Source: an optimization exercise on an open RTL-to-GDS flow (aim: small area, a short achievable clock period and few clock cycles per item). Production flows keep margins and buffers that such runs may drop.
Function was checked by simulation only, so behaviour that the tests miss may differ from the original.
No activity file was given, so power comes from the tool's default toggle rates.

$ cat flow/run.sh
#!/bin/bash
# synth_recipe.tcl (not shown) runs the flow's synth.tcl, then flattens the netlist and writes it again
# the make line also repeats each setting of config.mk as NAME=value (left out here)
make -C /OpenROAD-flow-scripts/flow DESIGN_CONFIG=/design/flow/config.mk WORK_HOME=/design/flow/orfs CLKGATE_MAP_FILE= SYNTH_SCRIPT=/design/flow/synth_recipe.tcl finish
$ cat flow/config.mk
export PLATFORM = sky130hd
export DESIGN_NAME = weighted_space_saving_counters_core
export DESIGN_NICKNAME = weighted_space_saving_counters_core
export VERILOG_FILES = /design/flow/design.v
export SDC_FILE = /design/flow/constraint.sdc
export NUM_CORES = 4
export LEC_CHECK = 0
export CAP_MARGIN = 20
export CORE_MARGIN = 2
export CORE_UTILIZATION = 45
export PLACE_DENSITY = 0.6
export SETUP_SLACK_MARGIN = 3
export SLEW_MARGIN = 20
export SYNTH_MEMORY_MAX_BITS = 8192
$ cat flow/constraint.sdc
create_clock -name core_clock -period 10.0 [get_ports {aclk}]
set_input_delay 2.0000 -clock core_clock [delete_from_list [all_inputs] [get_ports {aclk}]]
set_output_delay 2.0000 -clock core_clock [all_outputs]
set_load 0.01 [all_outputs]
$ cat flow/design.v
package wssc_pkg;
    localparam int NUM_SLOTS = 64;
    localparam int SLOT_AW   = $clog2(NUM_SLOTS);
    localparam int KEY_W     = 32;
    localparam int COUNT_W   = 32;
    localparam int REM_W     = 16;
    localparam int STEP_W    = 16;
    localparam int WEIGHT_W  = 16;
    localparam int SUM_W     = 17;
    localparam int EST_W     = 48;
    localparam int ACTION_W  = 2;
    localparam logic [ACTION_W-1:0] ACT_UPDATE = 2'd0;
    localparam logic [ACTION_W-1:0] ACT_QUERY  = 2'd1;
    localparam logic [ACTION_W-1:0] ACT_CLEAR  = 2'd2;
    localparam logic [ACTION_W-1:0] ACT_NONE   = 2'd3;
endpackage
module wssc_divider #(
    parameter int STEPS = 2
) (
    input  logic [wssc_pkg::REM_W-1:0]    rem_i,
    input  logic [wssc_pkg::WEIGHT_W-1:0] dq_i,
    input  logic [wssc_pkg::STEP_W-1:0]   dvs,
    input  logic [wssc_pkg::STEP_W+1:0]   dvs3,
    output logic [wssc_pkg::REM_W-1:0]    rem_o,
    output logic [wssc_pkg::WEIGHT_W-1:0] dq_o
);
    localparam int RW = wssc_pkg::REM_W;
    localparam int WW = wssc_pkg::WEIGHT_W;
    logic [RW-1:0] r [0:STEPS];
    logic [WW-1:0] q [0:STEPS];
    assign r[0] = rem_i;
    assign q[0] = dq_i;
    for (genvar i = 0; i < STEPS; i++) begin : g_it
        logic [RW+2:0] trial, d1, d2, d3;
        assign trial = {1'b0, r[i], q[i][WW-1:WW-2]};
        assign d1    = trial - {3'b0, dvs};
        assign d2    = trial - {2'b0, dvs, 1'b0};
        assign d3    = trial - {1'b0, dvs3};
        always_comb begin
            if (!d3[RW+2]) begin
                r[i+1] = d3[RW-1:0];
                q[i+1] = {q[i][WW-3:0], 2'd3};
            end else if (!d2[RW+2]) begin
                r[i+1] = d2[RW-1:0];
                q[i+1] = {q[i][WW-3:0], 2'd2};
            end else if (!d1[RW+2]) begin
                r[i+1] = d1[RW-1:0];
                q[i+1] = {q[i][WW-3:0], 2'd1};
            end else begin
                r[i+1] = trial[RW-1:0];
                q[i+1] = {q[i][WW-3:0], 2'd0};
            end
        end
    end
    assign rem_o = r[STEPS];
    assign dq_o  = q[STEPS];
endmodule
module wssc_slot_ram (
    input  logic [wssc_pkg::COUNT_W-1:0] base,
    input  logic [wssc_pkg::STEP_W-1:0]  mul,
    output logic [wssc_pkg::EST_W-1:0]   row_a,
    output logic [wssc_pkg::EST_W-1:0]   row_b
);
    localparam int EW = wssc_pkg::EST_W;
    localparam int NL = 7;
    function automatic int nr(input int l);
        int n;
        n = 16;
        for (int k = 0; k < l; k++) n = 2 * (n / 3) + (n % 3);
        nr = n;
    endfunction
    logic [EW-1:0] lv [0:NL-1][0:15];
    for (genvar i = 0; i < 16; i++) begin : g_pp
        assign lv[0][i] = mul[i] ? (EW'(base) << i) : '0;
    end
    for (genvar l = 0; l < NL - 1; l++) begin : g_lvl
        localparam int NG = nr(l) / 3;
        for (genvar g = 0; g < NG; g++) begin : g_csa
            wire [EW-1:0] a = lv[l][3*g];
            wire [EW-1:0] b = lv[l][3*g+1];
            wire [EW-1:0] c = lv[l][3*g+2];
            assign lv[l+1][2*g]   = a ^ b ^ c;
            assign lv[l+1][2*g+1] = ((a & b) | (a & c) | (b & c)) << 1;
        end
        for (genvar p = 0; p < nr(l) - 3 * NG; p++) begin : g_pass
            assign lv[l+1][2*NG+p] = lv[l][3*NG+p];
        end
        for (genvar z = nr(l+1); z < 16; z++) begin : g_zero
            assign lv[l+1][z] = '0;
        end
    end
    for (genvar z = nr(0); z < 16; z++) begin : g_zero0
        assign lv[0][z] = '0;
    end
    assign row_a = lv[NL-1][0];
    assign row_b = lv[NL-1][1];
endmodule
module weighted_space_saving_counters_core (
    input  logic                                 aclk,
    input  logic                                 aresetn,
    input  logic                                 s_valid,
    output logic                                 s_ready,
    input  logic [wssc_pkg::ACTION_W-1:0]        s_action,
    input  logic [wssc_pkg::KEY_W-1:0]           s_key,
    input  logic [wssc_pkg::WEIGHT_W-1:0]        s_weight,
    output logic                                 m_valid,
    input  logic                                 m_ready,
    output logic [wssc_pkg::EST_W-1:0]           m_estimate,
    output logic                                 m_tracked,
    input  logic                                 cfg_we,
    input  logic [wssc_pkg::STEP_W-1:0]          cfg_wdata
);
    localparam int N  = wssc_pkg::NUM_SLOTS;
    localparam int AW = wssc_pkg::SLOT_AW;
    localparam int KW = wssc_pkg::KEY_W;
    localparam int CW = wssc_pkg::COUNT_W;
    localparam int RW = wssc_pkg::REM_W;
    localparam int SW = wssc_pkg::STEP_W;
    localparam int WW = wssc_pkg::WEIGHT_W;
    localparam int EW = wssc_pkg::EST_W;
    localparam int QW = WW + 2;
    localparam int IT1 = 3;
    localparam int IT2 = 2;
    localparam int IT3 = 2;
    localparam int IT4 = 1;
    function automatic logic lexlt(input logic [CW-1:0] ca, input logic [AW-1:0] ia,
                                   input logic [CW-1:0] cb, input logic [AW-1:0] ib);
        lexlt = {ca, ia} < {cb, ib};
    endfunction
    function automatic logic [AW-1:0] enc(input logic [N-1:0] oh);
        enc = '0;
        for (int i = 0; i < N; i++) begin
            if (oh[i]) enc = enc | AW'(i);
        end
    endfunction
    logic [N-1:0][KW-1:0] tab_key;
    logic [N-1:0][CW-1:0] tab_cnt;
    logic [N-1:0][RW-1:0] tab_rem;
    logic [N-1:0]         tab_used;
    logic [SW-1:0] step_arch;    
    logic [SW-1:0] step_pipe;    
    logic [SW+1:0] step3;        
    logic          step_pend;
    logic          dirty;
    logic          v0, v1, v2, v3, v4, vE;
    logic [1:0]    act0, act1, act2, act3, act4, actE;
    logic [KW-1:0] key0, key1, key2, key3, key4, keyE;
    logic [WW-1:0] dq0, dq1, dq2, dq3, dq4;
    logic [RW-1:0] rm1, rm2, rm3, rm4;
    logic          p2_0, p2_1, p2_2, p2_3, p2_4, p2E;
    logic [QW-1:0] qsave;
    logic [RW-1:0] rsave;
    logic [QW-1:0] qincE;        
    logic [RW-1:0] raE;          
    logic [RW:0]   nraE;         
    logic [RW-1:0] rbpE;         
    logic          cpreE;        
    logic [N-1:0]  hpre;
    logic          hitpreE;
    logic [AW-1:0] hidxE;
    logic [CW-1:0] hcntpreE;
    logic          wr1;
    logic [N-1:0]  cT;
    logic [AW-1:0] tgt1;
    logic [CW-1:0] v1c;
    logic [RW-1:0] v1r;
    logic          ceq;
    logic          cclr;
    logic [N-1:0][AW-1:0] rk;
    logic [N-1:0]         ranked;
    logic [N-1:0]         r0f, r1f, r2f;
    logic [CW-1:0]        cR0, cR1;
    logic [AW-1:0]        iR0, iR1;
    logic               vM1, vM2;
    logic [CW-1:0]      base1;
    logic [RW-1:0]      radd1, radd2;
    logic               trk1, trk2, zero1, zero2;
    logic [EW-1:0]      rowa2, rowb2;
    logic               hv, q1v;
    logic [EW-1:0]      hd_est, q1_est;
    logic               hd_trk, q1_trk;
    logic          adv, advM, exec, recirc, wr, clr_exec;
    logic          pipe_empty, front_empty;
    assign front_empty = !(v0 || v1 || v2 || v3 || v4 || vE);
    assign pipe_empty  = front_empty && !vM1;
    assign advM        = !q1v;
    assign s_ready = !step_pend && (dirty ? front_empty : (!v0 || adv));
    always_ff @(posedge aclk) begin
        if (!aresetn) begin
            step_arch <= SW'(1);
            step_pipe <= SW'(1);
            step_pend <= 1'b0;
            dirty     <= 1'b0;
        end else begin
            if (cfg_we) begin
                step_arch <= (cfg_wdata == '0) ? SW'(1) : cfg_wdata;
                if (pipe_empty) begin
                    step_pipe <= (cfg_wdata == '0) ? SW'(1) : cfg_wdata;
                end else begin
                    step_pend <= 1'b1;
                end
            end else if (step_pend && pipe_empty) begin
                step_pipe <= step_arch;
                step_pend <= 1'b0;
            end
            if (clr_exec) begin
                dirty <= 1'b0;
            end else if (pipe_empty && (cfg_we || step_pend) && (|tab_used)) begin
                dirty <= 1'b1;
            end
        end
    end
    logic [RW-1:0] hrem_cur;
    always_ff @(posedge aclk) begin
        if (!aresetn) begin
            v0 <= 1'b0;
        end else if (recirc) begin
            v0 <= 1'b1;
        end else if (s_ready) begin
            v0 <= s_valid && (s_action != wssc_pkg::ACT_NONE);
        end else if (adv) begin
            v0 <= 1'b0;
        end
    end
    always_ff @(posedge aclk) begin
        if (recirc) begin
            act0  <= wssc_pkg::ACT_UPDATE;
            key0  <= keyE;
            dq0   <= hrem_cur;
            p2_0  <= 1'b1;
            qsave <= qincE;
            rsave <= raE;
        end else if (s_ready) begin
            act0 <= s_action;
            key0 <= s_key;
            dq0  <= s_weight;
            p2_0 <= 1'b0;
        end
    end
    logic [RW-1:0] rm1_c, rm2_c, rm3_c, rm4_c;
    logic [WW-1:0] dq1_c, dq2_c, dq3_c, dq4_c;
    always_ff @(posedge aclk) begin
        step3 <= {2'b0, step_pipe} + {1'b0, step_pipe, 1'b0};
    end
    wssc_divider #(.STEPS(IT1)) u_div1 (.rem_i('0),  .dq_i(dq0), .dvs(step_pipe), .dvs3(step3), .rem_o(rm1_c), .dq_o(dq1_c));
    wssc_divider #(.STEPS(IT2)) u_div2 (.rem_i(rm1), .dq_i(dq1), .dvs(step_pipe), .dvs3(step3), .rem_o(rm2_c), .dq_o(dq2_c));
    wssc_divider #(.STEPS(IT3)) u_div3 (.rem_i(rm2), .dq_i(dq2), .dvs(step_pipe), .dvs3(step3), .rem_o(rm3_c), .dq_o(dq3_c));
    wssc_divider #(.STEPS(IT4)) u_div4 (.rem_i(rm3), .dq_i(dq3), .dvs(step_pipe), .dvs3(step3), .rem_o(rm4_c), .dq_o(dq4_c));
    always_ff @(posedge aclk) begin
        if (!aresetn) begin
            v1 <= 1'b0;
            v2 <= 1'b0;
            v3 <= 1'b0;
            v4 <= 1'b0;
            vE <= 1'b0;
        end else if (adv) begin
            v1 <= v0;
            v2 <= v1;
            v3 <= v2;
            v4 <= v3;
            vE <= v4;
        end
    end
    always_ff @(posedge aclk) begin
        if (adv) begin
            act1 <= act0;  key1 <= key0;  dq1 <= dq1_c;  rm1 <= rm1_c;  p2_1 <= p2_0;
            act2 <= act1;  key2 <= key1;  dq2 <= dq2_c;  rm2 <= rm2_c;  p2_2 <= p2_1;
            act3 <= act2;  key3 <= key2;  dq3 <= dq3_c;  rm3 <= rm3_c;  p2_3 <= p2_2;
            act4 <= act3;  key4 <= key3;  dq4 <= dq4_c;  rm4 <= rm4_c;  p2_4 <= p2_3;
            actE <= act4;  keyE <= key4;                                p2E  <= p2_4;
        end
    end
    logic [N-1:0]  mtch4;
    logic [CW-1:0] hcnt4;
    logic [RW-1:0] hrem4;
    logic [QW-1:0] qinc4;
    logic [RW-1:0] ra4, rb4;
    logic [RW:0]   nra4;
    for (genvar i = 0; i < N; i++) begin : g_mt
        assign mtch4[i] = tab_used[i] && (tab_key[i] == key4);
    end
    always_comb begin
        hcnt4 = '0;
        hrem4 = '0;
        for (int i = 0; i < N; i++) begin
            hcnt4 = hcnt4 | (mtch4[i] ? tab_cnt[i] : '0);
            hrem4 = hrem4 | (mtch4[i] ? tab_rem[i] : '0);
        end
    end
    assign qinc4 = p2_4 ? (qsave + QW'(dq4)) : QW'(dq4);
    assign ra4   = p2_4 ? rsave : rm4;
    assign rb4   = p2_4 ? rm4 : hrem4;
    assign nra4  = {1'b0, step_pipe} - {1'b0, ra4};
    logic [N-1:0]  hE, Aoh, freeOH, T;
    logic          hit, full;
    logic          is_upd, is_qry, is_clr;
    logic [CW-1:0] hcnt;
    logic          c_hit;
    logic [RW-1:0] rem_hit, rt, rem_new;
    logic [CW:0]   sum0, sum1, sumh;
    logic [CW-1:0] cnt_hit, cnt_take, cnt_new;
    logic [QW-1:0] qt;
    logic          useR1, win1;
    logic [AW-1:0] min_i;
    logic [CW-1:0] min_c;
    logic [CW:0]   ta, tb, tc;
    assign hE  = cclr ? '0 : (ceq ? cT : (hpre & ~cT));
    assign hit = !cclr && (ceq || (hitpreE && !(wr1 && hidxE == tgt1)));
    assign hcnt     = ceq ? v1c : hcntpreE;
    assign hrem_cur = ceq ? v1r : rbpE;
    assign c_hit    = ceq ? ({1'b0, v1r} >= nraE) : cpreE;
    assign rem_hit  = c_hit ? RW'({1'b0, hrem_cur} - nraE) : (hrem_cur + raE);
    assign sum0     = {1'b0, hcnt} + (CW+1)'(qincE);
    assign sum1     = {1'b0, hcnt} + (CW+1)'(qincE) + 1'b1;
    assign sumh     = c_hit ? sum1 : sum0;
    assign cnt_hit  = sumh[CW] ? '1 : sumh[CW-1:0];
    assign full   = &tab_used;
    assign freeOH = ~tab_used & (tab_used + 1'b1);
    assign useR1 = wr1 && (iR0 == tgt1);
    assign win1  = wr1 && (useR1 ? lexlt(v1c, tgt1, cR1, iR1) : lexlt(v1c, tgt1, cR0, iR0));
    assign min_i = win1 ? tgt1 : (useR1 ? iR1 : iR0);
    assign min_c = win1 ? v1c : (useR1 ? cR1 : cR0);
    assign qt = qincE + QW'(raE != '0);
    assign rt = (raE != '0) ? (raE - 1'b1) : (step_pipe - 1'b1);
    assign ta = {1'b0, v1c} + (CW+1)'(qt);
    assign tb = {1'b0, cR0} + (CW+1)'(qt);
    assign tc = {1'b0, cR1} + (CW+1)'(qt);
    logic [CW:0] tsel;
    assign tsel     = win1 ? ta : (useR1 ? tc : tb);
    assign cnt_take = tsel[CW] ? '1 : tsel[CW-1:0];
    always_comb begin
        Aoh = '0;
        Aoh[min_i] = 1'b1;
    end
    assign is_upd = (actE == wssc_pkg::ACT_UPDATE);
    assign is_qry = (actE == wssc_pkg::ACT_QUERY);
    assign is_clr = (actE == wssc_pkg::ACT_CLEAR);
    assign exec     = vE && (!is_qry || advM);
    assign recirc   = exec && is_upd && hit && dirty && !p2E;
    assign wr       = exec && is_upd && !recirc;
    assign clr_exec = exec && is_clr;
    assign adv      = !vE || exec;
    assign cnt_new = hit ? cnt_hit : (full ? cnt_take : CW'(qincE));
    assign rem_new = hit ? rem_hit : (full ? rt : raE);
    assign T       = hit ? hE : (full ? Aoh : freeOH);
    for (genvar i = 0; i < N; i++) begin : g_slot
        always_ff @(posedge aclk) begin
            if (wr && T[i]) begin
                tab_key[i] <= keyE;
                tab_cnt[i] <= cnt_new;
                tab_rem[i] <= rem_new;
            end
        end
    end
    always_ff @(posedge aclk) begin
        if (!aresetn) begin
            tab_used <= '0;
        end else if (clr_exec) begin
            tab_used <= '0;
        end else if (wr) begin
            tab_used <= tab_used | T;
        end
    end
    always_ff @(posedge aclk) begin
        if (adv) begin
            qincE    <= qinc4;
            raE      <= ra4;
            nraE     <= nra4;
            rbpE     <= rb4;
            cpreE    <= ({1'b0, rb4} >= nra4);
            hpre     <= mtch4;
            hitpreE  <= |mtch4;
            hidxE    <= enc(mtch4);
            hcntpreE <= hcnt4;
            ceq      <= wr && (key4 == keyE);
        end else begin
            rbpE     <= hrem_cur;
            cpreE    <= c_hit;
            hpre     <= hE;
            hitpreE  <= hit;
            hidxE    <= enc(hE);
            hcntpreE <= hcnt;
            ceq      <= 1'b0;
        end
        cT   <= wr ? T : '0;
        cclr <= clr_exec;
        tgt1 <= enc(T);
        v1c  <= cnt_new;
        v1r  <= rem_new;
    end
    always_ff @(posedge aclk) begin
        if (!aresetn) begin
            wr1 <= 1'b0;
        end else begin
            wr1 <= wr;
        end
    end
    logic [N-1:0]          bnew, bold, below_t;
    logic [AW-1:0]         rt_old;
    logic                  wasr;
    logic [N-1:0][AW-1:0]  rk_n;
    logic [N-1:0]          r0_n, r1_n;
    logic                  t_none, t_one;
    for (genvar j = 0; j < N; j++) begin : g_rk
        assign bnew[j] = lexlt(v1c, tgt1, tab_cnt[j], AW'(j));
        assign bold[j] = wasr && (rt_old < rk[j]);
        assign below_t[j] = tab_used[j] && !cT[j] && !bnew[j];
    end
    always_comb begin
        rt_old = '0;
        for (int i = 0; i < N; i++) begin
            rt_old = rt_old | (cT[i] ? rk[i] : '0);
        end
    end
    assign wasr = |(cT & ranked);
    logic seen1, seen2;
    always_comb begin
        seen1 = 1'b0;
        seen2 = 1'b0;
        for (int i = 0; i < N; i++) begin
            seen2 = seen2 | (seen1 & below_t[i]);
            seen1 = seen1 | below_t[i];
        end
        t_none = !seen1;
        t_one  = seen1 && !seen2;
    end
    logic [AW:0] pc;
    always_comb begin
        pc = '0;
        for (int i = 0; i < N; i++) pc = pc + (AW+1)'(below_t[i]);
        for (int j = 0; j < N; j++) begin
            if (!wr1) begin
                rk_n[j] = rk[j];
                r0_n[j] = r0f[j];
                r1_n[j] = r1f[j];
            end else if (cT[j]) begin
                rk_n[j] = pc[AW-1:0];
                r0_n[j] = t_none;
                r1_n[j] = t_one;
            end else begin
                rk_n[j] = rk[j] + AW'(bnew[j]) - AW'(bold[j]);
                r0_n[j] = (r0f[j] && !(bnew[j] && !bold[j])) ||
                          (r1f[j] && bold[j] && !bnew[j]);
                r1_n[j] = (r1f[j] && (bnew[j] == bold[j])) ||
                          (r0f[j] && bnew[j] && !bold[j]) ||
                          (r2f[j] && bold[j] && !bnew[j]);
            end
        end
    end
    logic [N-1:0]  f0, f1;
    logic [CW-1:0] c0, c1;
    assign f0 = r0_n & tab_used;
    assign f1 = r1_n & tab_used;
    always_comb begin
        c0 = '0;
        c1 = '0;
        for (int i = 0; i < N; i++) begin
            c0 = c0 | (f0[i] ? tab_cnt[i] : '0);
            c1 = c1 | (f1[i] ? tab_cnt[i] : '0);
        end
    end
    always_ff @(posedge aclk) begin
        rk     <= rk_n;
        ranked <= tab_used;
        r0f    <= f0;
        r1f    <= f1;
        for (int i = 0; i < N; i++) r2f[i] <= tab_used[i] && (rk_n[i] == AW'(2));
        cR0    <= c0;
        cR1    <= c1;
        iR0    <= enc(f0);
        iR1    <= enc(f1);
    end
    always_ff @(posedge aclk) begin
        if (!aresetn) begin
            vM1 <= 1'b0;
            vM2 <= 1'b0;
        end else if (advM) begin
            vM1 <= exec && is_qry;
            vM2 <= vM1;
        end
    end
    logic [EW-1:0] rowa1_c, rowb1_c;
    wssc_slot_ram u_mul (
        .base  (base1),
        .mul   (step_pipe),
        .row_a (rowa1_c),
        .row_b (rowb1_c)
    );
    always_ff @(posedge aclk) begin
        if (advM) begin
            base1 <= hit ? hcnt : min_c;
            radd1 <= hrem_cur;
            trk1  <= hit;
            zero1 <= !hit && !(full && (min_c != '0));
            rowa2 <= rowa1_c;
            rowb2 <= rowb1_c;
            radd2 <= radd1;
            trk2  <= trk1;
            zero2 <= zero1;
        end
    end
    logic [EW-1:0] est2, add2;
    assign add2 = trk2 ? EW'(radd2) : '1;
    assign est2 = zero2 ? '0
                : ((rowa2 ^ rowb2 ^ add2) +
                   (((rowa2 & rowb2) | (rowa2 & add2) | (rowb2 & add2)) << 1));
    logic push, pop;
    assign push = vM2 && advM;
    assign pop  = hv && m_ready;
    always_ff @(posedge aclk) begin
        if (!aresetn) begin
            hv  <= 1'b0;
            q1v <= 1'b0;
        end else begin
            if (pop) begin
                if (q1v) begin
                    q1v <= 1'b0;
                end else if (!push) begin
                    hv <= 1'b0;
                end
            end else if (push && hv) begin
                q1v <= 1'b1;
            end else if (push) begin
                hv <= 1'b1;
            end
        end
    end
    always_ff @(posedge aclk) begin
        if (pop && q1v) begin
            hd_est <= q1_est;
            hd_trk <= q1_trk;
        end else if (push && (pop || !hv)) begin
            hd_est <= est2;
            hd_trk <= trk2;
        end
        if (push && hv && !pop) begin
            q1_est <= est2;
            q1_trk <= trk2;
        end
    end
    assign m_valid    = hv;
    assign m_estimate = hd_est;
    assign m_tracked  = hd_trk;
endmodule
==> parameters.txt <==
Parameter                              Value

Placement
  Global placer's final weighted congestion ... ~1.5
  Number of buffers added on ports ... between 100 and 150
  Post-DP HPWL ... about 3000000 um

Global routing
  First-pass GRT wire length ... around 6000000 um
  Overflow after GRT ... about 16k
  Pin count of the biggest net entering global routing ... about 180
  Number of global-route vias before repair ... between 500k and 600k
  GRT Overall Usage ... 0.9323

Synth
  Instance count of the mapped netlist ... roughly 39k
  Top cells by instance count after synthesis ... 5810 x edfxtp_1, 4046 x inv_1, 3517 x ha_1, 2083 x xnor2_1, 1948 x a21oi_1
  Post-synthesis sequential element count ... 6896
  Area contributors post-synth ... edfxtp_1 42%, ha_1 10%, dfxtp_1 5.2%, xnor2_1 4.3%, inv_1 3.6%
  Average footprint of a synthesized cell ... between 10 and 15 sq um
  Most frequent cell after synthesis ... edfxtp_1
  Async SR Flop Fraction ... 0
  Dominant register cell in the synthesized netlist ... edfxtp_1
  Number of warnings printed during yosys synthesis ... 12
  Largest area contributor in the netlist ... edfxtp_1
  Sequential element share of the synthesized area ... 0.4671
  Number of synthesized flops with an enable pin ... 5810
  Fraction of synthesized cell area taken by the top area cell type ... 0.4153
  Net Count, Synth ... 43.18k
  Number of distinct library cell variants in the gate-level netlist after synthesis ... 115
  Synthesized area ... roughly 420000 sq um

Outcome
  Outcome ... stopped before the end
  First error in the log ... [ERROR GRT-0116] Global routing finished with congestion. Check the congestion regions in the DRC Viewer.
  Terminating stage of the flow ... global routing

Clocking
  Clk root buf ... clkbuf_16
  Clock H-tree levels ... 6
  Number of buffers added by the clock tree synthesis step ... 778
  Number of hold buffers added after cts ... 0
  Maximum clock insertion buffer count ... 5
  Sink count of the clock tree ... 6896

Floorplanning
  Number of top-level pins ... about 120
  Row count ... approximately 350
  Initial core utilization ... 0.4518
  Die outline width ... 970.2 um
  Die Span Y ... between 900 and 1000 um
[stage by stage]
| step | std cells | setup WS, ns | power (uW) | cell area (sq um) | TNS, ns |
|---|---|---|---|---|---|
| 2_1_floorplan | 38977 | 1.346 | 50100 | 420800 | 0 |
| 3_3_place_gp | 56279 | -1.593 | 60160 | 501900 | -403.08 |
| 3_5_place_dp | 56291 | -1.499 | 60940 | 502100 | -363.76 |
| 4_1_cts | 57774 | -0.01511 | 91270 | 530300 | -0.01671 |
[power groups by stage]
| stage | combinational (uW) | clock, uW | sequential, uW |
|---|---|---|---|
| 3_5_place_dp | 26200 | 0 | 34800 |
| 4_1_cts | 26800 | 30300 | 34200 |
| 2_1_floorplan | 15400 | 0 | 34700 |
| 3_3_place_gp | 25400 | 0 | 34700 |
[kinds of logic after synthesis]
group                      synth area share
DFF                                  0.4671
xor gates and xnor gates            0.05667
buffers and inverters               0.05442
muxes                              0.007453
and+or+nand+nor                      0.1042
AOI/OAI and AO/OA                    0.1761
adders and majority gates            0.1340
[worst min-delay path by stage]
stage	start	endpoint	slack, ns	depth (start not counted)
3_3_place_gp	key2[29]	key3[29]	0.40	0
3_5_place_dp	act1[1]	act2[1]	0.40	0
2_1_floorplan	tab_used[43]	ranked[43]	0.33	0
4_1_cts	radd1[5]	radd2[5]	0.37	0
[per-layer routing]
metal | overflow | GRT usage
met5 | 276 | 0.7630
met4 | 4159 | 0.9037
met3 | 2118 | 0.8847
met2 | 7842 | 0.9995
met1 | 1953 | 0.9324
[repair_timing]
action | CTS
setup endpoints to repair | 8453
setup buffers | 64
resized for setup | 303
endpoints found under the hold margin | 0
cloned | 10
pin swaps | 156
Testbench counts, summed over its fixed seeds: cycles 4,072, items 4,000.
